This design comes from an exercise in tuning for small area and a short achievable clock period on the open sky130 flow, not from production work.
In this exercise RTL edits were held to simulation tests only and were not proved equivalent to the original.
Power is estimated from default activity; no workload was simulated.

[flow/run.sh]
#!/bin/bash
# synth_recipe.tcl (not shown) runs the flow's synth.tcl, then flattens the netlist and writes it again
# the make line also repeats each setting of config.mk as NAME=value (left out here)
make -C /OpenROAD-flow-scripts/flow DESIGN_CONFIG=/design/flow/config.mk WORK_HOME=/design/flow/orfs CLKGATE_MAP_FILE= SYNTH_SCRIPT=/design/flow/synth_recipe.tcl finish
[flow/config.mk]
export PLATFORM = sky130hd
export DESIGN_NAME = dmem_responder
export DESIGN_NICKNAME = dmem_responder
export VERILOG_FILES = /design/flow/design.v
export SDC_FILE = /design/flow/constraint.sdc
export NUM_CORES = 4
export LEC_CHECK = 0
export ABC_CLOCK_PERIOD_IN_PS = 2300
export CAP_MARGIN = 20
export CORE_MARGIN = 2
export CORE_UTILIZATION = 50
export CTS_CLUSTER_DIAMETER = 120
export CTS_CLUSTER_SIZE = 25
export SETUP_SLACK_MARGIN = 2.7
export SLEW_MARGIN = 20
export SYNTH_HIERARCHICAL = 1
[flow/constraint.sdc]
create_clock -name core_clock -period 5.0 [get_ports {clk}]
set_input_delay 1.0000 -clock core_clock [delete_from_list [all_inputs] [get_ports {clk}]]
set_output_delay 1.0000 -clock core_clock [all_outputs]
set_load 0.01 [all_outputs]
[flow/design.v]
module dmem_responder #(
   parameter int ADDR_W      = 7,
   parameter int WAIT_CYCLES = 2
) (
   input  logic        clk,
   input  logic        resetn,
   input  logic        req_valid,
   output logic        req_ready,
   input  logic        req_write,
   input  logic [15:0] req_addr,
   input  logic [15:0] req_wdata,
   output logic        rsp_valid,
   input  logic        rsp_ready,
   output logic [15:0] rsp_rdata,
   output logic        rsp_err
);
   localparam int DEPTH = 1 << ADDR_W;
   logic        req_ready_q;
   logic        w1_q;           
   logic        w2_q;           
   logic        cm_q;           
   logic        rsp_valid_q;
   logic        rsp_err_q;
   logic [15:0] rsp_rdata_q;
   logic [7:0]        hi_n_q;    
   logic [15:0]       lo_n_q;    
   logic              wr_q;
   logic              inr_q;
   logic [15:0]       wdata_q;
   logic [10:0]       rdp_q [16];
   logic [15:0] mem_q [DEPTH];
   logic accept;
   logic hold;
   logic [DEPTH-1:0] ws;
   logic [DEPTH-1:0] we;
   logic [7:0]       hiw_n;
   logic [10:0] rdp [16];
   logic [15:0] rd;
   assign accept = req_ready_q & req_valid;
   assign hold   = rsp_valid_q & ~rsp_ready;
   always_ff @(posedge clk) begin
      if (req_ready_q) begin
         hi_n_q  <= ~(8'd1 << req_addr[6:4]);
         lo_n_q  <= ~(16'd1 << req_addr[3:0]);
         wr_q    <= req_write;
         inr_q   <= (req_addr >> ADDR_W) == 16'd0;
         wdata_q <= req_wdata;
      end
   end
   always_ff @(posedge clk) begin
      if (!resetn) begin
         req_ready_q <= 1'b0;
         w1_q        <= 1'b0;
         w2_q        <= 1'b0;
         cm_q        <= 1'b0;
         rsp_valid_q <= 1'b0;
         rsp_err_q   <= 1'b0;
         rsp_rdata_q <= 16'd0;
      end else begin
         req_ready_q <= ~(w1_q | w2_q | rsp_valid_q) & ~accept;
         w1_q        <= accept;
         w2_q        <= w1_q;
         cm_q        <= w1_q & wr_q & inr_q;
         rsp_valid_q <= w2_q | hold;
         rsp_err_q   <= (w2_q & ~inr_q) | (hold & rsp_err_q);
         rsp_rdata_q <= ({16{w2_q & inr_q & ~wr_q}} & rd) | ({16{hold}} & rsp_rdata_q);
      end
   end
   assign hiw_n = hi_n_q | {8{~(resetn & cm_q)}};
   for (genvar i = 0; i < DEPTH; i++) begin : g_ws
      dmem_nor2 u_ws (.a(hi_n_q[i / 16]), .b(lo_n_q[i % 16]), .y(ws[i]));
      dmem_nor2 u_we (.a(hiw_n[i / 16]), .b(lo_n_q[i % 16]), .y(we[i]));
   end
   for (genvar b = 0; b < 16; b++) begin : g_rd
      logic [DEPTH-1:0] col;
      for (genvar i = 0; i < DEPTH; i++) begin : g_col
         assign col[i] = mem_q[i][b];
      end
      dmem_sel128 u_sel (.sel(ws), .d(col), .y(rdp[b]));
      always_ff @(posedge clk) rdp_q[b] <= rdp[b];
      dmem_or11 u_or (.a(rdp_q[b]), .y(rd[b]));
   end
   always_ff @(posedge clk) begin
      for (int i = 0; i < DEPTH; i++)
         if (we[i])
            mem_q[i] <= wdata_q;
   end
   assign req_ready = req_ready_q;
   assign rsp_valid = rsp_valid_q;
   assign rsp_err   = rsp_err_q;
   assign rsp_rdata = rsp_rdata_q;
endmodule
module dmem_sel128 (
   input  logic [127:0] sel,
   input  logic [127:0] d,
   output logic [10:0]  y
);
   logic [42:0] l1;
   for (genvar k = 0; k < 42; k++) begin : g_l1
      dmem_aoi222 u (.a(sel[3*k +: 3]), .b(d[3*k +: 3]), .y(l1[k]));
   end
   dmem_aoi22 u_l1last (.a(sel[127:126]), .b(d[127:126]), .y(l1[42]));
   for (genvar k = 0; k < 10; k++) begin : g_l2
      dmem_nand4 u (.a(l1[4*k +: 4]), .y(y[k]));
   end
   dmem_nand3 u_l2last (.a(l1[42:40]), .y(y[10]));
endmodule
module dmem_or11 (
   input  logic [10:0] a,
   output logic        y
);
   logic [2:0] l3;
   dmem_nor4 u_l3a (.a(a[3:0]), .y(l3[0]));
   dmem_nor4 u_l3b (.a(a[7:4]), .y(l3[1]));
   dmem_nor3 u_l3c (.a(a[10:8]), .y(l3[2]));
   dmem_nand3 u_l4 (.a(l3), .y(y));
endmodule
module dmem_nor2 (input logic a, input logic b, output logic y);
   assign y = ~(a | b);
endmodule
module dmem_aoi222 (input logic [2:0] a, input logic [2:0] b, output logic y);
   assign y = ~|(a & b);
endmodule
module dmem_aoi22 (input logic [1:0] a, input logic [1:0] b, output logic y);
   assign y = ~|(a & b);
endmodule
module dmem_nand4 (input logic [3:0] a, output logic y);
   assign y = ~&a;
endmodule
module dmem_nand3 (input logic [2:0] a, output logic y);
   assign y = ~&a;
endmodule
module dmem_nor4 (input logic [3:0] a, output logic y);
   assign y = ~|a;
endmodule
module dmem_nor3 (input logic [2:0] a, output logic y);
   assign y = ~|a;
endmodule
==> flow_summary.toml, run 1 <==
[status]
status = "no timing/DRC/antenna violations"

[clocking]
cts_buffers = 101
cts_tree = "yes"
clk-insertion-delay-late_ps = 770
clkSinkCount = 2288
root_buffer = "clkbuf_16"
holdBufCountCts = 0
htree_levels = 3
cts_buffer_depth = 3
clkSlewWorstSetupHoldPaths_ps = 100

[timing]
max_clock_freq_mhz = 432
fin_crit_sh = 0.463
worst_slew_margin_rel = 0.199
setup_viol = 0
report.final.hold_viol_count = 0
worstMarginPinSlew_ps = 1200
period_minus_slack_ps = 2320
setup-tns-final_ps = 0
skew_ps = 31.0
rsz0062_at_grt = "true"
final_max_slew_viol_count = 0

[synth]
synth_largest_type_area_fraction = 0.814
ys_warn_count = 12
synth_largest_area_cell = "edfxtp_1"
syn_area_mm2 = 0.0771
syn-num-nets = 3620
yosysSeqAreaShare = 0.866
syn_inst = 3583
yosys_register_bits = 2288
ys_top_cells_by_area = "edfxtp_1 (81%), a222oi_1 (8.7%), dfxtp_1 (5.1%), nand4_1 (1.3%), nor2_1 (1.3%)"
avgSynthCellArea_um2 = 21.5
synth_cell_types = 28

[run]
maxCapViolations = 0

[critical_path]
critPathMaxStageDelay_ps = 820
crit_required_ps = 5590
r2r_cells = 5
cp_max_fo = 14
crit_chain = "buf_12 -> nor2_1 -> buf_4 -> a222oi_1 -> nand4_1"
crit_arrival_ps = 2910
crit_path_start_kind = "register"
worstSetupPathType = "register to register"
slowest_stage = "a222oi_1"
end_kind = "register"

[cells_and_area]
mostFrequentLayoutCells = "edfxtp_1 (2090), a222oi_1 (672), buf_4 (212)"
fillCellCount = 11500
area_delta_synth_final_pct = 11.9
drive_above_1_share = 0.149
final_common_cell = "edfxtp_1"
fin_nets = 4039

[global_routing]
grt_usage = 0.261
grt_pass1_wl_mm = 291
antenna_found_initial = 10
grt-ovfl-total = 0
grt_pass1_vias = 38400
grt_start_max_net_pins = 129

[drt]
totalWireLength_mm = 210
wl_met3_mm = 25.5
met2_length_mm = 92.5
drc = 0
wl_per_cell_um = 34.4
top_layer = "met5"
first_pass_iters = 10
antenna_left = 0
drt-met1-wl_mm = 85.8
drtIter0Drc = 8707
num_vias = 41400
vias_per_cell = 6.76

[power_and_ir_drop]
p_comb_frac = 0.035
power_frac_seq = 0.665
pwr-share-clk = 0.299
leakage_nw = 26.0
switchingPower_w = 0.00657
ir_drop_v = 0.000277
p_per_area_mw_per_mm2 = 367
p_sw_frac = 0.207
internal_power_w = 0.0251
p_total_w = 0.0317

[die]
initial_core_util = 0.502
coreArea_mm2 = 0.154
die_height_um = 397
io_pins = 56
design.die.area_mm2 = 0.157
num_rows = 144
dieWidth_um = 397

[place]
place_hpwl_mm = 121
globalplace.congestion = 0.918
numPortBuffers = 55

[hold_path]
hold_class = "register to register"
whs_path_depth = 2
final timing paths:
check / slack (ps) / to / from
max: 2680 / rdp_q[8][9]$_DFF_P_ / lo_n_q[2]$_DFFE_PP_
min: 510 / rdp_q[5][2]$_DFF_P_ / mem_q[28][5]$_DFFE_PP_
min reg2reg: 510 / rdp_q[5][2]$_DFF_P_ / mem_q[28][5]$_DFFE_PP_
max reg2reg: 2680 / rdp_q[8][9]$_DFF_P_ / lo_n_q[2]$_DFFE_PP_
Yosys stat by module, one instance, submodules excluded, a selection:
module	cell area (µm²)	flops+latches	copies in the design
dmem_nor2	3.75	0	256
dmem_nand3	5.00	0	32
dmem_nand4	6.26	0	160
dmem_aoi222	10.0	0	672
dmem_responder	67500	2288	1
dmem_aoi22	12.5	0	16
dmem_nor3	10.0	0	16
dmem_nor4	12.5	0	32
per-stage QoR:
| stage | instances | hold slack [ps] | area [µm²] | util | setup slack [ps] |
|---|---|---|---|---|---|
| after CTS | 6098 | 499 | 85900 | 0.560 | 2570 |
| after global routing | 6115 | 519 | 86200 | 0.562 | 2650 |
| after floorplan | 3583 | 438 | 77200 | - | 2300 |
| after detailed placement | 5848 | 480 | 81800 | 0.533 | 1210 |
| final | 6120 | 505 | 86200 | 0.562 | 2680 |
| after global placement | 5847 | 463 | 81700 | 0.532 | 1290 |
Yosys cell counts:
master	number
or2_2	8
a21boi_0	17
buf_2	5
dfxtp_1	198
or4_1	1
or4b_1	1
nand3b_1	20
nor2_1	259
a22oi_2	16
nand4_1	161
nor4_2	32
and2_1	1
or3_1	2
o21a_1	1
clkbuf_1	4
a21oi_1	1
a222oi_1	672
buf_6	1
nor3_2	16
nor2b_1	5
nor4_1	1
nand3_1	39
edfxtp_1	2090
and3_1	2
nand2_1	11
nand2b_1	1
or3b_2	2
nand4b_1	16
worst max-delay path, delay by kind of cell, from the launching register on:
kind            cells  cell delay, ps
buf+inv             2             470
compound gates      1             820
simple gates        2             420
flops               1             410
area by class of cell:
| type | instances | area [µm²] | area share |
|---|---|---|---|
| timing repair buffer | 326 | 3220 | 0.0373 |
| tap | 2044 | 2560 | 0.0297 |
| clock inverter | 7 | 120 | 0.00139 |
| antenna | 5 | 12.5 | 0.000145 |
| multi-input combinational | 1285 | 10700 | 0.125 |
| sequential | 2288 | 66800 | 0.774 |
| clock buffer | 165 | 2790 | 0.0323 |
cell families after synthesis:
group / count (synthesis) / share of synthesized area
simple gates: 578 / 0.0419
flops: 2288 / 0.866
buf+inv: 10 / 0.000666
compound gates: 707 / 0.0917
layer usage:
metal,vias up,GRT usage
met3,294,0.0457
met5,-,0
met4,4,0.0808
li1,17100,-
met2,2799,0.378
met1,21200,0.406
power groups by stage:
| stage | logic, W | clock network [W] | registers [W] |
|---|---|---|---|
| final | 0.00112 | 0.00948 | 0.0211 |
| after global placement | 0.00102 | 0 | 0.0216 |
| after global routing | 0.00114 | 0.0103 | 0.0211 |
| after detailed placement | 0.00104 | 0 | 0.0215 |
| after CTS | 0.00110 | 0.00959 | 0.0211 |
| after floorplan | 0.000218 | 0 | 0.0217 |
sequential cells by signal, indices dropped and copies added (netlist names):
signal and count:
cm_q 1, inr_q 1, rdp_q 176, hi_n_q 8, req_ready_q 1, w1_q 1, rsp_err_q 1, mem_q 2048
wdata_q 16, lo_n_q 16, rsp_rdata_q 16, w2_q 1, wr_q 1, rsp_valid_q 1
what timing repair did:
action	in CTS	in global routing
pin swaps	29	9
endpoints found under the setup margin	2243	768
buffers inserted	78	8
gates resized for setup	189	41
gates cloned	0	4
hold endpoints to repair	0	0
==> inputs of run 2 (changes only) <==
--- a/flow/design.v
+++ b/flow/design.v
@@ -19,5 +19,5 @@
    logic        w1_q;           
    logic        w2_q;           
-   logic        cm_q;           
+   logic [7:0]  hiw_q;          
    logic        rsp_valid_q;
    logic        rsp_err_q;
@@ -53,5 +53,5 @@
          w1_q        <= 1'b0;
          w2_q        <= 1'b0;
-         cm_q        <= 1'b0;
+         hiw_q       <= 8'd0;
          rsp_valid_q <= 1'b0;
          rsp_err_q   <= 1'b0;
@@ -61,5 +61,5 @@
          w1_q        <= accept;
          w2_q        <= w1_q;
-         cm_q        <= w1_q & wr_q & inr_q;
+         hiw_q       <= {8{w1_q & wr_q & inr_q}} & ~hi_n_q;
          rsp_valid_q <= w2_q | hold;
          rsp_err_q   <= (w2_q & ~inr_q) | (hold & rsp_err_q);
@@ -67,5 +67,5 @@
       end
    end
-   assign hiw_n = hi_n_q | {8{~(resetn & cm_q)}};
+   assign hiw_n = ~(hiw_q & {8{resetn}});
    for (genvar i = 0; i < DEPTH; i++) begin : g_ws
       dmem_nor2 u_ws (.a(hi_n_q[i / 16]), .b(lo_n_q[i % 16]), .y(ws[i]));
--- a/flow/config.mk
+++ b/flow/config.mk
@@ -9,5 +9,5 @@
 export CAP_MARGIN = 20
 export CORE_MARGIN = 2
-export CORE_UTILIZATION = 50
+export CORE_UTILIZATION = 60
 export CTS_CLUSTER_DIAMETER = 120
 export CTS_CLUSTER_SIZE = 25
==> run 2 against run 1 <==
Against the previous run:
- critical path depth decreased by 1
- worst setup slack got worse by 52 ps
- die area decreased by 16%
- count of clock-buffer cells in the layout increased by 21
- non-clock buffer count decreased by 50
- synthesized area increased by 0.21%
- wire length increased by 2.1%
- sequential share of layout area increased by 1.2 points
- sequential power about the same
- critical path type unchanged
- critical endpoint is now rdp_q[4][0]$_DFF_P_
- highest routed layer unchanged
==> flow_summary.toml, run 2 <==
[status]
status = "no timing/DRC/antenna violations"

[synth]
ys_warn_count = 12
synth_edf_count = 2090
syn_area_mm2 = 0.0772
synth_most_common_cell = "edfxtp_1"
synth_largest_area_cell = "edfxtp_1"
yosys_register_bits = 2295
async_flop_share = 0
synth_cell_types = 27
syn-num-nets = 3635
syn_inst = 3598
ys_top_cells_by_area = "edfxtp_1 (81%), a222oi_1 (8.7%), dfxtp_1 (5.3%), nand4_1 (1.3%), nor2_1 (1.3%)"
synthFlopType = "edfxtp_1"
avgSynthCellArea_um2 = 21.5
ys_top_cells_by_count = "edfxtp_1 (2090), a222oi_1 (672), nor2_1 (267)"
yosysSeqAreaShare = 0.866
synth_largest_type_area_fraction = 0.813

[critical_path]
reg2reg_from = "lo_n_q[6]$_DFFE_PP_"
worstSetupStartpoint = "lo_n_q[6]$_DFFE_PP_"
end_kind = "register"
crit_required_ps = 5580
crit_chain = "buf_4 -> nor2_1 -> a222oi_1 -> nand4_1"
crit_path_start_kind = "register"
critPathMaxStageDelay_ps = 790
slowest_stage = "a222oi_1"
cp_max_fo = 16
worstSetupPathType = "register to register"
crit_arrival_ps = 2950

[timing]
setup_viol = 0
worst_slew_margin_rel = 0.170
fin_crit_sh = 0.474
whs_ps = 504
report.final.hold_viol_count = 0
final_max_slew_viol_count = 0
setup-tns-final_ps = 0
max_clock_freq_mhz = 422
period_minus_slack_ps = 2370
skew_ps = 28.3
rsz0062_at_grt = "true"
worstMarginPinSlew_ps = 1240

[drt]
antenna_left = 0
first_pass_iters = 10
wl_per_cell_um = 37.6
drtIter0Drc = 9186
drc = 0
num_vias = 42100
vias_per_cell = 7.36
totalWireLength_mm = 215

[clocking]
root_buffer = "clkbuf_16"
clkSinkCount = 2295
cts_buffers = 101
cts_tree = "yes"
clkSlewWorstSetupHoldPaths_ps = 100
clk-insertion-delay-late_ps = 750
cts_buffer_depth = 3
htree_levels = 3

[cells_and_area]
mostFrequentLayoutCells = "edfxtp_1 (2090), a222oi_1 (672), buf_4 (187)"
final_common_cell = "edfxtp_1"
n_antenna_cell = 0
drive_above_1_share = 0.132
top_regs = "mem_q: 2048 flops, rdp_q: 176 flops"
fin_nets = 4003
post-route-util = 0.667
regMostFlops = "mem_q"
largest_reg_flops = 2048
area_delta_synth_final_pct = 10.3

[hold_path]
holdCritStartpoint = "mem_q[52][3]$_DFFE_PP_"
hold_class = "register to register"

[place]
place_hpwl_mm = 129
globalplace.congestion = 0.930
numPortBuffers = 55

[global_routing]
antenna_found_initial = 5
grt_pass1_wl_mm = 298
grt_usage = 0.325
grt_pass1_vias = 39100
grt-ovfl-total = 0
grt_start_max_net_pins = 129

[power_and_ir_drop]
p_comb_frac = 0.034
switchingPower_w = 0.00649
leakage_nw = 25.7
p_sw_frac = 0.204
pwr-share-clk = 0.299
p_per_area_mw_per_mm2 = 373
power_frac_seq = 0.667
ir_drop_v = 0.000291
internal_power_w = 0.0253

[die]
dieWidth_um = 363
coreArea_mm2 = 0.128
design.die.area_mm2 = 0.132
die_height_um = 363
initial_core_util = 0.605
num_rows = 131
io_pins = 56

[run]
maxCapViolations = 0
## run 2: cell count changes after synthesis, moves of 2 or more
cell	previous run	this run
a21boi_0	17	0
a21boi_1	0	17
dfxtp_1	198	205
nor2_1	259	267
or3b_1	0	2
or2_2	8	0
or3b_2	2	0
nand2_1	11	18
## run 2: logic make-up (layout without fill, tap and decap cells)
group,after synthesis,after routing,synth area share
and+or+nand+nor,585,585,0.0419
DFF,2295,2295,0.866
AOI/OAI and AO/OA,707,707,0.0915
buffers and inverters,11,463,0.000745
## run 2: worst paths after layout
path,to,slack [ps],cells past startpoint
hold / removal,rdp_q[3][4]$_DFF_P_,500,2
setup reg to reg,rdp_q[4][0]$_DFF_P_,2630,4
setup / recovery,rdp_q[4][0]$_DFF_P_,2630,4
hold reg to reg,rdp_q[3][4]$_DFF_P_,500,2
## run 2: final cells by class
cell class	count	area, µm²
Fill cell	8198	42500
Clock buffer	186	2930
Sequential cell	2295	66900
Timing Repair Buffer	276	2540
Multi-Input combinational cell	1292	10700
Tap cell	1662	2080
Clock inverter	1	6.26
## run 2: power by group through the flow
stage / logic [W] / registers, W / clock network [W]
floorplan: 0.000220 / 0.0218 / 0
global placement: 0.000976 / 0.0216 / 0
detailed placement: 0.00101 / 0.0216 / 0
CTS: 0.00105 / 0.0212 / 0.00961
global route: 0.00111 / 0.0212 / 0.0102
finish: 0.00108 / 0.0212 / 0.00950
## run 2: Yosys stat by module, one instance, submodules excluded, a selection
module	copies in the design	area, µm²	cells inside
dmem_nand3	32	5.00	1
dmem_responder	1	67600	2414
dmem_aoi22	16	12.5	1
dmem_nor4	32	12.5	1
dmem_aoi222	672	10.0	1
dmem_nor2	256	3.75	1
dmem_nor3	16	10.0	1
dmem_nand4	160	6.26	1
## run 2: stage by stage
stage | cells | area [µm²] | power [W] | worst slack [ps]
2_1_floorplan | 3598 | 77400 | 0.0220 | 2230
6_report | 5712 | 85100 | 0.0318 | 2630
5_1_grt | 5712 | 85100 | 0.0325 | 2690
3_5_place_dp | 5474 | 81300 | 0.0226 | 1140
3_3_place_gp | 5473 | 81300 | 0.0226 | 1230
4_1_cts | 5695 | 84800 | 0.0318 | 2540
## run 2: metal layers
metal / track usage / routed length (µm) / vias up
li1: - / - / 17000
met1: 0.491 / 83600 / 21400
met2: 0.482 / 95900 / 3260
met3: 0.0581 / 26800 / 328
met4: 0.117 / 8160 / 6
met5: 0 / 104 / -
## run 2: what timing repair did
action                                  in CTS  in global routing
hold buffers                                 0                  0
resized for setup                          164                 39
endpoints found under the setup margin    2247                128
gates cloned                                 0                  0
pin swaps                                    8                 10
setup buffers                               34                  2
## run 2: critical path, delay by kind of cell, from the launching register on
kind,cells,cell delay [ps]
AO/OA/AOI/OAI,1,790
flip-flops,1,330
buffers and inverters,1,470
AND/OR/NAND/NOR,2,610
==> inputs of run 3 (changes only) <==
--- a/flow/config.mk
+++ b/flow/config.mk
@@ -9,7 +9,8 @@
 export CAP_MARGIN = 20
 export CORE_MARGIN = 2
-export CORE_UTILIZATION = 60
+export CORE_UTILIZATION = 65
 export CTS_CLUSTER_DIAMETER = 120
 export CTS_CLUSTER_SIZE = 25
+export PLACE_DENSITY = 0.7
 export SETUP_SLACK_MARGIN = 2.7
 export SLEW_MARGIN = 20
==> run 3 against run 2 <==
Against the previous run:
- critical path depth is the same
- total power shrank 0.11%
- clock skew shrank 1.5 ps
- global-route usage grew 1.9 points
- first-iteration DRC count grew 11%
- sequential power is essentially flat
- cell count shrank 1.7%
==> flow_summary.toml, run 3 <==
[cells_and_area]
top_regs = "mem_q: 2048 flops, rdp_q: 176 flops"
area_delta_synth_final_pct = 10.3
drive_above_1_share = 0.135
regMostFlops = "mem_q"
final_common_cell = "edfxtp_1"
mostFrequentLayoutCells = "edfxtp_1 (2090), a222oi_1 (672), buf_4 (210)"
fin_nets = 4029
largest_reg_flops = 2048
n_antenna_cell = 0

[synth]
syn_inst = 3598
yosysSeqAreaShare = 0.866
synth_cell_types = 27
ys_top_cells_by_count = "edfxtp_1 (2090), a222oi_1 (672), nor2_1 (267)"
synth_most_common_cell = "edfxtp_1"
synthFlopType = "edfxtp_1"
avgSynthCellArea_um2 = 21.5
syn-num-nets = 3635
syn_area_mm2 = 0.0772
synth_largest_area_cell = "edfxtp_1"
synth_largest_type_area_fraction = 0.813
ys_top_cells_by_area = "edfxtp_1 (81%), a222oi_1 (8.7%), dfxtp_1 (5.3%), nand4_1 (1.3%), nor2_1 (1.3%)"
synth_edf_count = 2090
ys_warn_count = 12
async_flop_share = 0
yosys_register_bits = 2295

[drt]
vias_per_cell = 7.59
antenna_left = 0
drc = 0
totalWireLength_mm = 210
drtIter0Drc = 10200
num_vias = 42600
wl_per_cell_um = 37.4
first_pass_iters = 9

[critical_path]
crit_arrival_ps = 2860
r2r_slack_ps = 2660
worstSetupStartpoint = "lo_n_q[7]$_DFFE_PP_"
cp_max_fo = 16
end_kind = "register"
rr_endpoint = "rdp_q[1][7]$_DFF_P_"
crit_required_ps = 5510
crit_end = "rdp_q[1][7]$_DFF_P_"
crit_path_start_kind = "register"
reg2reg_from = "lo_n_q[7]$_DFFE_PP_"
r2r_cells = 4
worstSetupPathType = "register to register"

[place]
place_hpwl_mm = 125
globalplace.congestion = 0.945
numPortBuffers = 55

[die]
dieWidth_um = 349
design.die.area_mm2 = 0.122
coreArea_mm2 = 0.118
initial_core_util = 0.655
num_rows = 126
io_pins = 56
die_height_um = 349

[power_and_ir_drop]
p_per_area_mw_per_mm2 = 372
ir_drop_v = 0.000272
p_total_w = 0.0317
leakage_nw = 25.9

[clocking]
root_buffer = "clkbuf_16"
cts_buffers = 101
htree_levels = 3
clkSlewWorstSetupHoldPaths_ps = 100
clk-insertion-delay-late_ps = 750
cts_buffer_depth = 3
cts_tree = "yes"
clkSinkCount = 2295

[timing]
setup_viol = 0
max_clock_freq_mhz = 427
skew_ps = 26.8
period_minus_slack_ps = 2340
rsz0062_at_grt = "true"
setup-tns-final_ps = 0
worst_slew_margin_rel = 0.157
report.final.hold_viol_count = 0
fin_crit_sh = 0.468
final_max_slew_viol_count = 0
worstMarginPinSlew_ps = 1260

[global_routing]
grt_pass1_wl_mm = 292
antenna_found_initial = 5
grt-ovfl-total = 0
grt_pass1_vias = 39400
grt_usage = 0.343
grt_start_max_net_pins = 129

[status]
status = "no timing/DRC/antenna violations"

[run]
maxCapViolations = 0

[hold_path]
hold_class = "register to register"
run 3: cell count changes in the layout (fill, tap and decap cells not counted), moves of 3 or more:
cell	change
dfxtp_4	-11
nor2_2	-8
nor2_1	+9
buf_4	+23
dfxtp_2	+11
buf_2	+8
buf_6	-14
inv_6	+3
buf_12	+9
run 3: how the worst min path moves through the flow:
stage               cells after the start                        end  slack, ps                       from
global placement                        1            w2_q$_SDFF_PN0_        470            w1_q$_SDFF_PN0_
finish                                  2       rdp_q[15][3]$_DFF_P_        490    mem_q[40][15]$_DFFE_PP_
detailed placement                      2       rdp_q[15][4]$_DFF_P_        470    mem_q[52][15]$_DFFE_PP_
floorplan                               2       rdp_q[0][10]$_DFF_P_        440    mem_q[124][0]$_DFFE_PP_
CTS                                     2  rsp_rdata_q[9]$_SDFF_PN0_        500  rsp_rdata_q[9]$_SDFF_PN0_
global route                            2        rdp_q[7][6]$_DFF_P_        520     mem_q[76][7]$_DFFE_PP_
run 3: final cells by class:
type                       count  area (µm²)
clock buffer                 187        2910
clock inverter                 5        48.8
fill                        6909       32700
multi-input combinational   1292       10600
sequential                  2295       66900
tap                         1536        1920
timing repair buffer         302        2780
run 3: per-module statistics from Yosys (local to each module, per instance), excerpt:
module	area, µm²	cells	times used	flip-flops and latches
dmem_nor2	3.75	1	256	0
dmem_nand4	6.26	1	160	0
dmem_aoi22	12.5	1	16	0
dmem_responder	67600	2414	1	2295
dmem_aoi222	10.0	1	672	0
dmem_nand3	5.00	1	32	0
run 3: timing repair:
action,CTS,global route
endpoints found under the setup margin,516,238
hold buffers,0,0
buffers inserted,48,10
pin swaps,7,12
resized for setup,137,36
run 3: per-layer routing:
metal	vias to the layer above	wire length [µm]	part of all wire	global-route usage
li1	17100	-	-	-
met1	21500	77400	0.37	0.514
met2	3636	95700	0.46	0.514
met3	375	29000	0.14	0.0680
met4	6	8150	0.039	0.125
met5	-	34	0.00016	0
run 3: per-stage QoR:
stage	setup WS, ps	hold WS, ps	area [µm²]	utilization	std cells
after global routing	2690	521	85200	0.722	5617
final	2660	494	85200	0.722	5617
after detailed placement	1670	468	81300	0.689	5359
after floorplan	2230	440	77400	-	3598
after global placement	1780	469	81300	0.689	5359
after CTS	2580	496	84800	0.719	5599
run 3: logic make-up (layout without fill, tap and decap cells):
| kind of cell | after synthesis | after routing | synth area share |
|---|---|---|---|
| compound gates | 707 | 707 | 0.0915 |
| buf+inv | 11 | 494 | 0.000745 |
| flops | 2295 | 2295 | 0.866 |
| simple gates | 585 | 585 | 0.0419 |
run 3: power breakdown:
| part | internal [W] | switching [W] |
|---|---|---|
| Combinational | 0.000230 | 0.000862 |
| Clock | 0.00398 | 0.00548 |
| Sequential | 0.0211 | 0.000105 |
run 3: critical path, stage by stage, from the launching register on:
cell and delay (ps):
edfxtp_1 570, buf_6 370, nor2_2 240, a222oi_1 570, nand4_1 310
==> inputs of run 4 (changes only) <==
--- a/flow/config.mk
+++ b/flow/config.mk
@@ -10,7 +10,6 @@
 export CORE_MARGIN = 2
 export CORE_UTILIZATION = 65
-export CTS_CLUSTER_DIAMETER = 120
-export CTS_CLUSTER_SIZE = 25
-export PLACE_DENSITY = 0.7
+export CTS_CLUSTER_DIAMETER = 100
+export CTS_CLUSTER_SIZE = 30
 export SETUP_SLACK_MARGIN = 2.7
 export SLEW_MARGIN = 20
==> run 4 against run 3 <==
Against the previous run:
- register-to-register slack is essentially flat
- sequential share of layout area up 0.53 points
- largest cell class unchanged
- fmax fell by 0.46%
- first-iteration DRC count increased by 10%
- largest power group unchanged
- die area is the same
- cell count down 0.57%
- worst setup slack worse by 11 ps
- via count decreased by 0.23%
- critical path type unchanged
==> flow_summary.toml, run 4 <==
[clocking]
holdBufCountCts = 0
cts_tree = "yes"
root_buffer = "clkbuf_16"
cts_buffer_depth = 3
clk-insertion-delay-late_ps = 720
htree_levels = 3
clkSlewWorstSetupHoldPaths_ps = 110
clkSinkCount = 2295
cts_buffers = 86

[synth]
synth_largest_area_cell = "edfxtp_1"
yosys_register_bits = 2295
syn_area_mm2 = 0.0772
ys_top_cells_by_count = "edfxtp_1 (2090), a222oi_1 (672), nor2_1 (267)"
async_flop_share = 0
syn-num-nets = 3635
ys_warn_count = 12
synth_edf_count = 2090
synthFlopType = "edfxtp_1"
ys_top_cells_by_area = "edfxtp_1 (81%), a222oi_1 (8.7%), dfxtp_1 (5.3%), nand4_1 (1.3%), nor2_1 (1.3%)"
syn_inst = 3598
synth_cell_types = 27
avgSynthCellArea_um2 = 21.5
yosysSeqAreaShare = 0.866
synth_most_common_cell = "edfxtp_1"
synth_largest_type_area_fraction = 0.813

[global_routing]
antenna_found_initial = 2
grt_pass1_wl_mm = 295
grt_pass1_vias = 38900
grt_usage = 0.349
grt_start_max_net_pins = 129
grt-ovfl-total = 0

[critical_path]
cp_max_fo = 16
crit_arrival_ps = 2850
worstSetupPathType = "register to register"
end_kind = "register"
crit_required_ps = 5500
crit_path_start_kind = "register"

[cells_and_area]
largest_reg_flops = 2048
area_delta_synth_final_pct = 9.56
final_common_cell = "edfxtp_1"
fillCellCount = 7005
post-route-util = 0.717
fin_nets = 4011
final_area_mm2 = 0.0846
instances_no_fill = 5585
top_regs = "mem_q: 2048 flops, rdp_q: 176 flops"
drive_above_1_share = 0.132
regMostFlops = "mem_q"
mostFrequentLayoutCells = "edfxtp_1 (2090), a222oi_1 (672), buf_4 (214)"

[drt]
drt-met1-wl_mm = 79.5
antenna_left = 0
first_pass_iters = 14
met2_length_mm = 95.7
top_layer = "met5"
wl_per_cell_um = 38.2
wl_met3_mm = 31.6
num_vias = 42500
drc = 0
vias_per_cell = 7.62
totalWireLength_mm = 213
drtIter0Drc = 11200

[place]
place_hpwl_mm = 130
globalplace.congestion = 1.03
placedInstanceArea_mm2 = 0.0813
numPortBuffers = 55
dp.cells = 5366

[power_and_ir_drop]
p_total_w = 0.0311
leakage_nw = 25.6
ir_drop_v = 0.000402
p_per_area_mw_per_mm2 = 367

[hold_path]
hold_class = "register to register"

[timing]
report.final.hold_viol_count = 0
skew_ps = 28.9
setup-tns-final_ps = 0
fin_crit_sh = 0.471
rsz0062_at_grt = "true"
max_clock_freq_mhz = 425
setup_viol = 0
final_max_slew_viol_count = 0
worst_slew_margin_rel = 0.185
worstMarginPinSlew_ps = 1220
period_minus_slack_ps = 2350

[die]
io_pins = 56
dieWidth_um = 349
coreArea_mm2 = 0.118
num_rows = 126
design.die.area_mm2 = 0.122
die_height_um = 349
initial_core_util = 0.655

[status]
status = "no timing/DRC/antenna violations"

[run]
maxCapViolations = 0
run 4: cell counts after synthesis:
No cell type changed its count.
run 4: layer usage:
layer  global-route usage  up-vias
li1                     -    17000
met1                0.533    21400
met3               0.0820      362
met2                0.516     3732
met5                    0        -
met4               0.0961        2
run 4: Yosys stat by module, one instance, submodules excluded, excerpt:
module          copies in the design  flip-flops and latches
dmem_nand4                       160                       0
dmem_nor2                        256                       0
dmem_nor4                         32                       0
dmem_aoi222                      672                       0
dmem_responder                     1                    2295
dmem_nor3                         16                       0
dmem_nand3                        32                       0
dmem_aoi22                        16                       0
run 4: cells by family after synthesis:
group           count (synthesis)  synth area share
flops                        2295             0.866
compound gates                707            0.0915
simple gates                  585            0.0419
buf+inv                        11          0.000745
run 4: worst max-delay path, stage by stage, from the launching register on:
cell	delay, ps
edfxtp_1	360
buf_4	200
buf_4	220
nor2_2	160
a222oi_1	820
nand4_1	340
run 4: worst paths after layout:
path	startpoint	endpoint	slack, ps	depth (start not counted)
worst max-delay path	lo_n_q[11]$_DFFE_PP_	rdp_q[1][6]$_DFF_P_	2650	5
worst min-delay path	rsp_rdata_q[6]$_SDFF_PN0_	rsp_rdata_q[6]$_SDFF_PN0_	500	2
worst max register to register	lo_n_q[11]$_DFFE_PP_	rdp_q[1][6]$_DFF_P_	2650	5
worst min register to register	rsp_rdata_q[6]$_SDFF_PN0_	rsp_rdata_q[6]$_SDFF_PN0_	500	2
run 4: area by class of cell:
type | count | area, µm² | share of cell area
flip-flops and latches | 2295 | 66900 | 0.791
multi-input cells | 1292 | 10600 | 0.126
clock inverters | 5 | 51.3 | 0.000606
diodes | 2 | 5.00 | 0.0000592
clock buffers | 156 | 2480 | 0.0293
repair buffers | 299 | 2630 | 0.0311
well taps | 1536 | 1920 | 0.0227
run 4: power breakdown:
group          total, W  switching (W)  internal (W)
logic           0.00112       0.000890      0.000227
registers        0.0212       0.000107        0.0211
clock network   0.00877        0.00533       0.00344
run 4: repair_timing:
action                                  4_1_cts  5_1_grt
pin swaps                                     6        7
buffers inserted                             48        0
hold endpoints to repair                      0        0
endpoints found under the setup margin     2217      149
resized for setup                           128       48
run 4: metrics by stage:
| step | setup slack (ps) | hold WS (ps) |
|---|---|---|
| finish | 2650 | 497 |
| detailed placement | 1380 | 488 |
| global placement | 1420 | 484 |
| global route | 2670 | 524 |
| floorplan | 2230 | 440 |
| CTS | 2580 | 498 |
==> inputs of run 5 (changes only) <==
--- a/flow/design.v
+++ b/flow/design.v
@@ -33,5 +33,5 @@
    logic hold;
    logic [DEPTH-1:0] ws;
-   logic [DEPTH-1:0] we;
+   logic [1:0]       we [DEPTH];    
    logic [7:0]       hiw_n;
    logic [10:0] rdp [16];
@@ -70,5 +70,6 @@
    for (genvar i = 0; i < DEPTH; i++) begin : g_ws
       dmem_nor2 u_ws (.a(hi_n_q[i / 16]), .b(lo_n_q[i % 16]), .y(ws[i]));
-      dmem_nor2 u_we (.a(hiw_n[i / 16]), .b(lo_n_q[i % 16]), .y(we[i]));
+      dmem_nor2 u_we0 (.a(hiw_n[i / 16]), .b(lo_n_q[i % 16]), .y(we[i][0]));
+      dmem_nor2 u_we1 (.a(hiw_n[i / 16]), .b(lo_n_q[i % 16]), .y(we[i][1]));
    end
    for (genvar b = 0; b < 16; b++) begin : g_rd
@@ -82,7 +83,10 @@
    end
    always_ff @(posedge clk) begin
-      for (int i = 0; i < DEPTH; i++)
-         if (we[i])
-            mem_q[i] <= wdata_q;
+      for (int i = 0; i < DEPTH; i++) begin
+         if (we[i][0])
+            mem_q[i][7:0] <= wdata_q[7:0];
+         if (we[i][1])
+            mem_q[i][15:8] <= wdata_q[15:8];
+      end
    end
    assign req_ready = req_ready_q;
==> run 5 against run 4 <==
Against the previous run:
- still clean
- critical path depth did not move
- synthesized area rose by 0.62%
- cell count is 1.3% higher
- sequential cell count stayed put
- critical path type unchanged
- largest power group unchanged
- highest routed layer unchanged
==> flow_summary.toml, run 5 <==
[critical_path]
crit_required_ps = 5540
r2r_slack_ps = 2620
crit_path_start_kind = "register"
crit_end = "rdp_q[7][9]$_DFF_P_"
r2r_cells = 5
end_kind = "register"
rr_endpoint = "rdp_q[7][9]$_DFF_P_"
reg2reg_from = "lo_n_q[1]$_DFFE_PP_"
worstSetupStartpoint = "lo_n_q[1]$_DFFE_PP_"
worstSetupPathType = "register to register"
cp_max_fo = 24
crit_arrival_ps = 2910

[global_routing]
grt_usage = 0.337
grt_pass1_wl_mm = 291
antenna_found_initial = 7
grt_pass1_vias = 39600
grt-ovfl-total = 0
grt_start_max_net_pins = 129

[timing]
fin_crit_sh = 0.475
period_minus_slack_ps = 2380
worst_slew_margin_rel = 0.176
rsz0062_at_grt = "true"
max_clock_freq_mhz = 421
report.final.hold_viol_count = 0
setup_viol = 0
setup-tns-final_ps = 0
final_max_slew_viol_count = 0
worstMarginPinSlew_ps = 1230
skew_ps = 33.9

[die]
coreArea_mm2 = 0.118
design.die.area_mm2 = 0.122
die_height_um = 350
dieWidth_um = 350
io_pins = 56
num_rows = 126
initial_core_util = 0.656

[cells_and_area]
largest_reg_flops = 2048
drive_above_1_share = 0.0961
final_common_cell = "edfxtp_1"
top_regs = "mem_q: 2048 flops, rdp_q: 176 flops"
area_delta_synth_final_pct = 8.17
fillCellCount = 7037
mostFrequentLayoutCells = "edfxtp_1 (2090), a222oi_1 (672), nor2_1 (329)"
regMostFlops = "mem_q"
instances_no_fill = 5657
n_antenna_cell = 0
fin_nets = 4021

[synth]
yosysSeqAreaShare = 0.860
ys_top_cells_by_count = "edfxtp_1 (2090), a222oi_1 (672), nor2_1 (395)"
avgSynthCellArea_um2 = 20.9
ys_warn_count = 13
synth_cell_types = 27
async_flop_share = 0
ys_top_cells_by_area = "edfxtp_1 (81%), a222oi_1 (8.7%), dfxtp_1 (5.3%), nor2_1 (1.9%), nand4_1 (1.3%)"
synth_largest_type_area_fraction = 0.808
syn-num-nets = 3763
synth_most_common_cell = "edfxtp_1"
yosys_register_bits = 2295
synth_edf_count = 2090
synthFlopType = "edfxtp_1"
syn_area_mm2 = 0.0777
synth_largest_area_cell = "edfxtp_1"
syn_inst = 3726

[clocking]
cts_buffer_depth = 3
clkSinkCount = 2295
cts_tree = "yes"
cts_buffers = 86
clk-insertion-delay-late_ps = 730
root_buffer = "clkbuf_16"
htree_levels = 3
clkSlewWorstSetupHoldPaths_ps = 110
holdBufCountCts = 0

[drt]
totalWireLength_mm = 207
num_vias = 42700
antenna_left = 0
wl_per_cell_um = 36.5
vias_per_cell = 7.55
first_pass_iters = 14
drc = 0
drtIter0Drc = 10600

[place]
globalplace.congestion = 0.984
dp.cells = 5449
place_hpwl_mm = 128
numPortBuffers = 55

[run]
maxCapViolations = 0

[hold_path]
holdCritStartpoint = "rsp_rdata_q[8]$_SDFF_PN0_"
whs_path_depth = 2
hold_class = "register to register"

[power_and_ir_drop]
ir_drop_v = 0.000335
p_per_area_mw_per_mm2 = 369
leakage_nw = 25.1

[status]
status = "no timing/DRC/antenna violations"
run 5: cell types whose count changed after synthesis:
| cell | before | now |
|---|---|---|
| nor2_1 | 267 | 395 |
run 5: worst max-delay path, stage by stage, from the launching register on:
cell,delay [ps]
edfxtp_1,360
buf_6,480
nor2_1,290
buf_4,240
a222oi_1,550
nand4_1,260
run 5: area by class of cell:
| type | instances | area, µm² | area share |
|---|---|---|---|
| Sequential cell | 2295 | 66900 | 0.796 |
| Clock buffer | 156 | 2480 | 0.0295 |
| Tap cell | 1600 | 2000 | 0.0238 |
| Timing Repair Buffer | 181 | 1680 | 0.0200 |
| Multi-Input combinational cell | 1420 | 11000 | 0.130 |
| Clock inverter | 5 | 51.3 | 0.000610 |
run 5: per-module statistics from Yosys (local to each module, per instance), a selection:
module / flip-flops and latches / area [µm²] / cells / times used
dmem_nor4: 0 / 12.5 / 1 / 32
dmem_aoi22: 0 / 12.5 / 1 / 16
dmem_aoi222: 0 / 10.0 / 1 / 672
dmem_nor3: 0 / 10.0 / 1 / 16
dmem_nand3: 0 / 5.00 / 1 / 32
dmem_nand4: 0 / 6.26 / 1 / 160
dmem_nor2: 0 / 3.75 / 1 / 384
dmem_responder: 2295 / 67600 / 2414 / 1
run 5: routing by layer:
| metal | up-vias | track usage | routed length [µm] | part of all wire |
|---|---|---|---|---|
| met2 | 3820 | 0.514 | 94500 | 0.46 |
| met3 | 401 | 0.0731 | 29500 | 0.14 |
| met5 | - | 0 | 23 | 0.00011 |
| li1 | 17200 | - | - | - |
| met1 | 21300 | 0.498 | 75000 | 0.36 |
| met4 | 4 | 0.103 | 7480 | 0.036 |
run 5: through the flow:
step | util | setup WS [ps] | power (W) | hold WS, ps | area, µm²
after floorplan | - | 2220 | 0.0220 | 440 | 77700
after global placement | 0.683 | 1560 | 0.0226 | 471 | 80900
after detailed placement | 0.683 | 1520 | 0.0226 | 472 | 80900
after CTS | 0.708 | 2600 | 0.0310 | 494 | 83900
after global routing | 0.710 | 2620 | 0.0317 | 511 | 84100
final | 0.710 | 2620 | 0.0310 | 488 | 84100
run 5: cell families (layout without fill, tap and decap cells):
kind of cell	after synthesis	count (layout)	share of synthesized area
flip-flops	2295	2295	0.860
AND/OR/NAND/NOR	713	713	0.0479
AO/OA/AOI/OAI	707	707	0.0909
buffers and inverters	11	342	0.000741
run 5: how the worst min path moves through the flow:
stage	to	slack, ps
global placement	rsp_rdata_q[11]$_SDFF_PN0_	470
floorplan	rdp_q[0][10]$_DFF_P_	440
global route	rsp_rdata_q[6]$_SDFF_PN0_	510
detailed placement	rdp_q[6][1]$_DFF_P_	470
CTS	rsp_rdata_q[8]$_SDFF_PN0_	490
finish	rsp_rdata_q[8]$_SDFF_PN0_	490
run 5: report_power, final:
part | internal [W] | switching (W)
clock | 0.00344 | 0.00531
sequential | 0.0211 | 0.0000969
combinational | 0.000219 | 0.000861
total | 0.0247 | 0.00627
run 5: repair_timing:
action                                  4_1_cts  5_1_grt
buffers inserted                             38        0
pin swaps                                     2        4
endpoints found under the setup margin     2251       93
gates cloned                                  0        0
resized for setup                           121       34
==> inputs of run 6 (changes only) <==
--- a/flow/design.v
+++ b/flow/design.v
@@ -32,6 +32,6 @@
    logic accept;
    logic hold;
-   logic [DEPTH-1:0] ws;
-   logic [1:0]       we [DEPTH];    
+   logic [DEPTH-1:0] ws [2];     
+   logic [DEPTH-1:0] we;
    logic [7:0]       hiw_n;
    logic [10:0] rdp [16];
@@ -69,7 +69,7 @@
    assign hiw_n = ~(hiw_q & {8{resetn}});
    for (genvar i = 0; i < DEPTH; i++) begin : g_ws
-      dmem_nor2 u_ws (.a(hi_n_q[i / 16]), .b(lo_n_q[i % 16]), .y(ws[i]));
-      dmem_nor2 u_we0 (.a(hiw_n[i / 16]), .b(lo_n_q[i % 16]), .y(we[i][0]));
-      dmem_nor2 u_we1 (.a(hiw_n[i / 16]), .b(lo_n_q[i % 16]), .y(we[i][1]));
+      dmem_nor2 u_ws0 (.a(hi_n_q[i / 16]), .b(lo_n_q[i % 16]), .y(ws[0][i]));
+      dmem_nor2 u_ws1 (.a(hi_n_q[i / 16]), .b(lo_n_q[i % 16]), .y(ws[1][i]));
+      dmem_nor2 u_we (.a(hiw_n[i / 16]), .b(lo_n_q[i % 16]), .y(we[i]));
    end
    for (genvar b = 0; b < 16; b++) begin : g_rd
@@ -78,15 +78,12 @@
          assign col[i] = mem_q[i][b];
       end
-      dmem_sel128 u_sel (.sel(ws), .d(col), .y(rdp[b]));
+      dmem_sel128 u_sel (.sel(ws[b / 8]), .d(col), .y(rdp[b]));
       always_ff @(posedge clk) rdp_q[b] <= rdp[b];
       dmem_or11 u_or (.a(rdp_q[b]), .y(rd[b]));
    end
    always_ff @(posedge clk) begin
-      for (int i = 0; i < DEPTH; i++) begin
-         if (we[i][0])
-            mem_q[i][7:0] <= wdata_q[7:0];
-         if (we[i][1])
-            mem_q[i][15:8] <= wdata_q[15:8];
-      end
+      for (int i = 0; i < DEPTH; i++)
+         if (we[i])
+            mem_q[i] <= wdata_q;
    end
    assign req_ready = req_ready_q;
--- a/flow/config.mk
+++ b/flow/config.mk
@@ -10,6 +10,7 @@
 export CORE_MARGIN = 2
 export CORE_UTILIZATION = 65
-export CTS_CLUSTER_DIAMETER = 100
-export CTS_CLUSTER_SIZE = 30
+export CTS_CLUSTER_DIAMETER = 120
+export CTS_CLUSTER_SIZE = 25
+export PLACE_DENSITY = 0.7
 export SETUP_SLACK_MARGIN = 2.7
 export SLEW_MARGIN = 20
==> run 6 against run 5 <==
Against the previous run:
- still clean on timing, DRC and antenna
- sequential cell count did not move
- synthesized cell count did not move
- wire length rose by 3.9%
- cell count rose by 1.9%
- global-route usage rose by 1.3 points
- worst setup slack got worse by 48 ps
- count of clock-buffer cells in the layout rose by 28
- die area did not move
- first-iteration DRC count rose by 6.3%
- non-clock buffer count rose by 77
- highest routed layer unchanged
==> flow_summary.toml, run 6 <==
[hold_path]
whs_path_depth = 1
hold_class = "register to register"
holdCritStartpoint = "hi_n_q[3]$_DFFE_PP_"
holdPathEnd = "hiw_q[3]$_SDFF_PN0_"

[cells_and_area]
largest_reg_flops = 2048
area_delta_synth_final_pct = 9.55
final_common_cell = "edfxtp_1"
regMostFlops = "mem_q"
fillCellCount = 6806
mostFrequentLayoutCells = "edfxtp_1 (2090), a222oi_1 (672), nor2_1 (369)"
fin_nets = 4113
top_regs = "mem_q: 2048 flops, rdp_q: 176 flops"
drive_above_1_share = 0.105

[timing]
setup-tns-final_ps = 0
rsz0062_at_grt = "true"
whs_ps = 475
worstMarginPinSlew_ps = 1170
report.final.hold_viol_count = 0
setup_viol = 0
period_minus_slack_ps = 2420
final_max_slew_viol_count = 0
setup_ws_ps = 2580
worst_slew_margin_rel = 0.218
max_clock_freq_mhz = 412
skew_ps = 37.3
fin_crit_sh = 0.485

[drt]
num_vias = 43900
drc = 0
wl_per_cell_um = 37.2
vias_per_cell = 7.61
first_pass_iters = 12
drtIter0Drc = 11200
totalWireLength_mm = 214
antenna_left = 0

[synth]
synthFlopType = "edfxtp_1"
synth_compound_gate_area_share = 0.0909
synth_largest_type_area_fraction = 0.808
synth_fa_ha_area_frac = 0
synth-simple-area-share = 0.0479
synth_most_common_cell = "edfxtp_1"
syn-num-nets = 3763
yosys_register_bits = 2295
ys_top_cells_by_area = "edfxtp_1 (81%), a222oi_1 (8.7%), dfxtp_1 (5.3%), nor2_1 (1.9%), nand4_1 (1.3%)"
ys_warn_count = 13
synth_edf_count = 2090
avgSynthCellArea_um2 = 20.9
synth_xor_area_frac = 0
yosysSeqAreaShare = 0.860
synth_top_family_by_area = "compound AO/OA/AOI/OAI gates"
synth_cell_types = 27
async_flop_share = 0
syn_inst = 3726
syn_area_mm2 = 0.0777
synthMuxAreaShare = 0
ys_top_cells_by_count = "edfxtp_1 (2090), a222oi_1 (672), nor2_1 (395)"
synth_largest_area_cell = "edfxtp_1"

[clocking]
root_buffer = "clkbuf_16"
htree_levels = 3
cts_tree = "yes"
cts_buffer_depth = 3
clk-insertion-delay-late_ps = 750
clkSinkCount = 2295
cts_buffers = 101
clkSlewWorstSetupHoldPaths_ps = 100

[power_and_ir_drop]
leakage_nw = 25.8
p_per_area_mw_per_mm2 = 372
ir_drop_v = 0.000431

[critical_path]
cp_max_fo = 24
worstSetupPathType = "register to register"
crit_path_start_kind = "register"
crit_required_ps = 5510
reg2reg_from = "lo_n_q[3]$_DFFE_PP_"
r2r_cells = 4
rr_endpoint = "rdp_q[10][4]$_DFF_P_"
end_kind = "register"
crit_arrival_ps = 2940
r2r_slack_ps = 2580

[die]
io_pins = 56
initial_core_util = 0.656
num_rows = 126
die_height_um = 350
dieWidth_um = 350
design.die.area_mm2 = 0.122
coreArea_mm2 = 0.118

[place]
numPortBuffers = 55
place_hpwl_mm = 126
globalplace.congestion = 1.00
place_ws_ps = 1260

[global_routing]
antenna_found_initial = 3
grt_usage = 0.350
grt_pass1_wl_mm = 299
grt-ovfl-total = 0
grt_start_max_net_pins = 129
grt_pass1_vias = 40100

[status]
status = "no timing/DRC/antenna violations"

[run]
maxCapViolations = 0
run 6: layer usage:
metal  vias to the layer above  wire length [µm]  GRT usage
met4                         4             11500      0.150
met3                       577             34200     0.0804
met5                         -               126          0
li1                      17400                 -          -
met2                      4356             93400      0.509
met1                     21500             75200      0.521
run 6: where the power goes:
group          switching, W  internal [W]  total [W]
clock network       0.00549       0.00392    0.00940
registers         0.0000944        0.0211     0.0212
logic              0.000919      0.000214    0.00113
total               0.00650        0.0252     0.0317
run 6: how the worst max path moves through the flow:
stage	from	end	depth (start not counted)
final	lo_n_q[3]$_DFFE_PP_	rdp_q[10][4]$_DFF_P_	4
after global routing	lo_n_q[9]$_DFFE_PP_	rdp_q[5][0]$_DFF_P_	4
after CTS	rsp_valid_q$_SDFF_PN0_	rsp_valid	1
after detailed placement	resetn	mem_q[46][6]$_DFFE_PP_	5
after global placement	resetn	mem_q[46][7]$_DFFE_PP_	5
after floorplan	resetn	mem_q[100][0]$_DFFE_PP_	4
run 6: modules after synthesis, one instance, submodules excluded, excerpt:
| module | cells | cell area, µm² | flops+latches |
|---|---|---|---|
| dmem_nor4 | 1 | 12.5 | 0 |
| dmem_nor3 | 1 | 10.0 | 0 |
| dmem_aoi222 | 1 | 10.0 | 0 |
| dmem_responder | 2414 | 67600 | 2295 |
| dmem_nand4 | 1 | 6.26 | 0 |
| dmem_nand3 | 1 | 5.00 | 0 |
| dmem_nor2 | 1 | 3.75 | 0 |
| dmem_aoi22 | 1 | 12.5 | 0 |
run 6: metrics by stage:
stage | total power, W | util | instances | cell area [µm²]
3_3_place_gp | 0.0227 | 0.691 | 5546 | 81800
6_report | 0.0317 | 0.719 | 5764 | 85100
3_5_place_dp | 0.0227 | 0.691 | 5547 | 81800
2_1_floorplan | 0.0220 | - | 3726 | 77800
4_1_cts | 0.0317 | 0.718 | 5762 | 85000
5_1_grt | 0.0324 | 0.719 | 5763 | 85100
run 6: final cells by class:
cell class              count  area, µm²  area share
flip-flops and latches   2295      66900       0.786
multi-input cells        1420      11000       0.129
clock buffers             184       2860      0.0336
repair buffers            258       2320      0.0273
well taps                1600       2000      0.0235
clock inverters             6       58.8    0.000691
diodes                      1       2.50   0.0000294
run 6: repair_timing:
item,4_1_cts,5_1_grt
pin swaps,4,7
endpoints found under the setup margin,865,116
resized for setup,121,21
hold buffers,0,0
buffers inserted,25,1
run 6: worst max-delay path: stages, from the launching register on:
cell      delay, ps
edfxtp_1        350
clkbuf_8        440
nor2_1          250
a222oi_1        740
nand4_1         360
run 6: cell families (layout without fill, tap and decap cells):
kind of cell,Yosys count,in the layout
compound gates,707,707
buf+inv,11,448
flops,2295,2295
other cells,0,1
simple gates,713,713

-- port drivers added, routing unchanged --
No port has a modelled driver above. Below, the same layouts with a new extraction and two added sets of constraints. Step 1 (the two cells are an assumption about what drives the block):
set clk [get_ports {clk}]
set_driving_cell -lib_cell sky130_fd_sc_hd__clkbuf_16 $clk
set_driving_cell -lib_cell sky130_fd_sc_hd__buf_2 [delete_from_list [all_inputs] $clk]
Step 2 adds t to the input delays and takes it off the output delays; t is the mean of the earliest and latest rising clock arrival at the registers after step 1. Input paths then give back, and output paths get back, about the clock's delay inside the block. a / b / c = no drivers / after step 1 / after step 2; a / b = the first two.
| run | shift t [ns] | setup slack, ns | worst setup path at the end |
|---|---|---|---|
| run 1 | 0.833 | 2.683 / 2.656 / 2.063 | input to register |
| run 2 | 0.809 | 2.631 / 2.631 / 1.981 | input to register |
| run 3 | 0.809 | 2.658 / 2.657 / 1.952 | input to register |
| run 4 | 0.794 | 2.647 / 2.620 / 1.992 | input to register |
| run 5 | 0.796 | 2.623 / 2.623 / 2.099 | input to register |
| run 6 | 0.809 | 2.575 / 2.575 / 1.966 | input to register |
After both steps setup and hold are still met in every run listed. The setup slack of run 3, which loses most, moves by -0.001 ns with the drivers and by -0.706 ns with both steps.
